This is an optimization exercise on Yosys and OpenROAD, whose aim is small area, not a production implementation.
In this exercise RTL edits were held to simulation tests only and were not proved equivalent to the original.
No activity file was given, so power comes from the tool's default toggle rates.

== v50 ==
// dac_spi_rx
module dac_spi_rx #(
  parameter int SYNC_STAGES = 2,
  parameter int NBITS       = 24,
  parameter int NCH         = 16
) (
  input  logic        clk,
  input  logic        rst,
  input  logic        spi_sync,
  input  logic        spi_sclk,
  input  logic        spi_data,
  input  logic [3:0]  rd_addr,
  output logic [15:0] rd_data,
  output logic        rx_valid,
  output logic [3:0]  rx_comm,
  output logic [3:0]  rx_addr,
  output logic [15:0] rx_data,
  output logic        frame_err,
  output logic        busy
);
Settings: LEC_CHECK=0, CAP_MARGIN=20, CORE_MARGIN=2, CORE_UTILIZATION=40, CTS_BUF_LIST=sky130_fd_sc_hd__clkbuf_8, CTS_CLUSTER_DIAMETER=50, CTS_CLUSTER_SIZE=20, SLEW_MARGIN=20; clock period 5.0 ns.
run.sh (not shown) runs the stock make flow with config.mk's settings and CLKGATE_MAP_FILE= SYNTH_SCRIPT=/design/flow/synth_recipe.tcl, a recipe that flattens the netlist after the stock synthesis.
[inputs] v39 vs v50
# v50
export LEC_CHECK = 0
export CAP_MARGIN = 20
export CORE_MARGIN = 2
export CORE_UTILIZATION = 40
export CTS_BUF_LIST = sky130_fd_sc_hd__clkbuf_8
export CTS_CLUSTER_DIAMETER = 50
export CTS_CLUSTER_SIZE = 20
export SLEW_MARGIN = 20
create_clock -name core_clock -period 5.0 [get_ports {clk}]
# v39
export LEC_CHECK = 0
export CAP_MARGIN = 20
export CORE_MARGIN = 2
export CORE_UTILIZATION = 60
export GPL_TIMING_DRIVEN = 0
export SLEW_MARGIN = 20
create_clock -name core_clock -period 5.0 [get_ports {clk}]
==> flow/flow/run.sh (new file) <==
#!/bin/bash
# Own layout flow: the standard synthesis, then the standard ORFS steps with:
#  - port buffers of a plain buffer cell (sky130_fd_sc_hd__buf_2) that the resizer may resize
#    freely (MATCH_CELL_FOOTPRINT=0), instead of a delay-buffer footprint,
#  - clock tree synthesis with small clock buffers and small sink clusters, and no dummy
#    balancing loads.
# Each tool's output goes to synth.log / layout.log in the work folder.
set -euo pipefail
cd "$(dirname "$0")/.."
bash standard.sh synth > synth.log 2>&1
bash standard.sh \
  "BUFFER_PORTS_ARGS=-buffer_cell sky130_fd_sc_hd__buf_2" \
  "CTS_ARGS=-sink_clustering_enable -repair_clock_nets -sink_clustering_size 10 -sink_clustering_max_diameter 30 -buf_list {sky130_fd_sc_hd__clkbuf_4} -dont_use_dummy_load" \
  "MATCH_CELL_FOOTPRINT=0" \
  finish > layout.log 2>&1
==> flow/standard.sh (new file) <==
#!/bin/bash
# synth_recipe.tcl (not shown) runs the flow's synth.tcl, then flattens the netlist and writes it again
# the make line also repeats each setting of config.mk as NAME=value (left out here)
make -C /OpenROAD-flow-scripts/flow DESIGN_CONFIG=/design/flow/config.mk WORK_HOME=/design/flow/orfs CLKGATE_MAP_FILE= SYNTH_SCRIPT=/design/flow/synth_recipe.tcl "${@:-finish}"
removed: flow/run.sh
[summary]
- The flow did not stop early for v39: all stages ran, and the layout cleared the timing, DRC and antenna checks.
- For v50, the cell with the largest stage delay on the worst path was sky130_fd_sc_hd__mux4_2, unlike v39, where it was sky130_fd_sc_hd__a2111oi_2.
- [compare] base=v50 new=v39: multi-input combinational cell area has decreased, slack of the critical path saw a decrease, maximum achievable frequency roughly the same.
- Across both runs, source-to-sink clock delay at the later pin of the worst-skew pair was higher for v39 than for v50.
- STATUS worst hold slack: v39 loses against v50
- Changes observed in v39 relative to v50: share of the core filled with cells in the final layout increased by 19 points relative to the old numbers, combinational cell fraction of total power decreased by 0.8 points relative to the old numbers, critical path depth decreased by 2 relative to the old numbers.
- Wire length of the first global-routing pass (v39 over v50): decrease, 1.1%
Input-level comparison between v18 and v39:
# v39
export LEC_CHECK = 0
export CAP_MARGIN = 20
export CORE_MARGIN = 2
export CORE_UTILIZATION = 60
export GPL_TIMING_DRIVEN = 0
export SLEW_MARGIN = 20
create_clock -name core_clock -period 5.0 [get_ports {clk}]
# v18
export LEC_CHECK = 0
export CAP_MARGIN = 20
export CORE_MARGIN = 2
export CORE_UTILIZATION = 40
export CTS_BUF_LIST = sky130_fd_sc_hd__clkbuf_8
export CTS_CLUSTER_DIAMETER = 50
export CTS_CLUSTER_SIZE = 20
export GPL_TIMING_DRIVEN = 0
export SLEW_MARGIN = 20
create_clock -name core_clock -period 5.0 [get_ports {clk}]
==> flow/run.sh (new file) <==
#!/bin/bash
# synth_recipe.tcl (not shown) runs the flow's synth.tcl, then flattens the netlist and writes it again
# the make line also repeats each setting of config.mk as NAME=value (left out here)
make -C /OpenROAD-flow-scripts/flow DESIGN_CONFIG=/design/flow/config.mk WORK_HOME=/design/flow/orfs CLKGATE_MAP_FILE= SYNTH_SCRIPT=/design/flow/synth_recipe.tcl finish
removed: flow/flow/run.sh
removed: flow/standard.sh
Findings:
Compared with v39, v18 shows a lower post-detailed-route via-to-cell ratio.
Looking at end of the critical path, the rd_data[4] result is from v18; the rd_data[5] one comes from v39.
v18: routing usage on met3 2.2 points below v39
Slack of the critical path (lower): v18
v18 against v39: number of sequential storage elements has remained practically unchanged; combinational group share of total power went up 0.3 points; final-layout clock-cell area share now larger; cell count rose by 205.

==> port drivers added, routing unchanged <==
No port has a modelled driver above. Below, the same layouts with a new extraction and two added sets of constraints. Step 1: set_driving_cell puts a clkbuf_16 on clk and a buf_2 on each other input, an assumption about the parent block. Step 2, shift: input delay + t, output delay - t, t = (earliest + latest rising clock arrival at the registers) / 2. This alone moves slack from input paths to output paths. a / b / c = ideal / step 1 / step 2; a / b = the first two.
run | t, ns | setup WS [ns] | worst setup path after step 2 | clock arrival spread, ns | worst slew at a driven data input, ns
v50 | 0.656 | 0.145 / 0.122 / 0.122 | input to output | 0.036 / 0.036 | 0.03
v39 | 0.761 | 0.140 / 0.103 / 0.103 | input to output | 0.127 / 0.127 | 0.04
v18 | 0.661 | 0.108 / 0.088 / 0.088 | input to output | 0.043 / 0.043 | 0.04
After both steps setup and hold are still met in every run listed. For v39, which loses most, drivers alone change the setup slack by -0.037 ns; drivers and shift together by -0.037 ns.
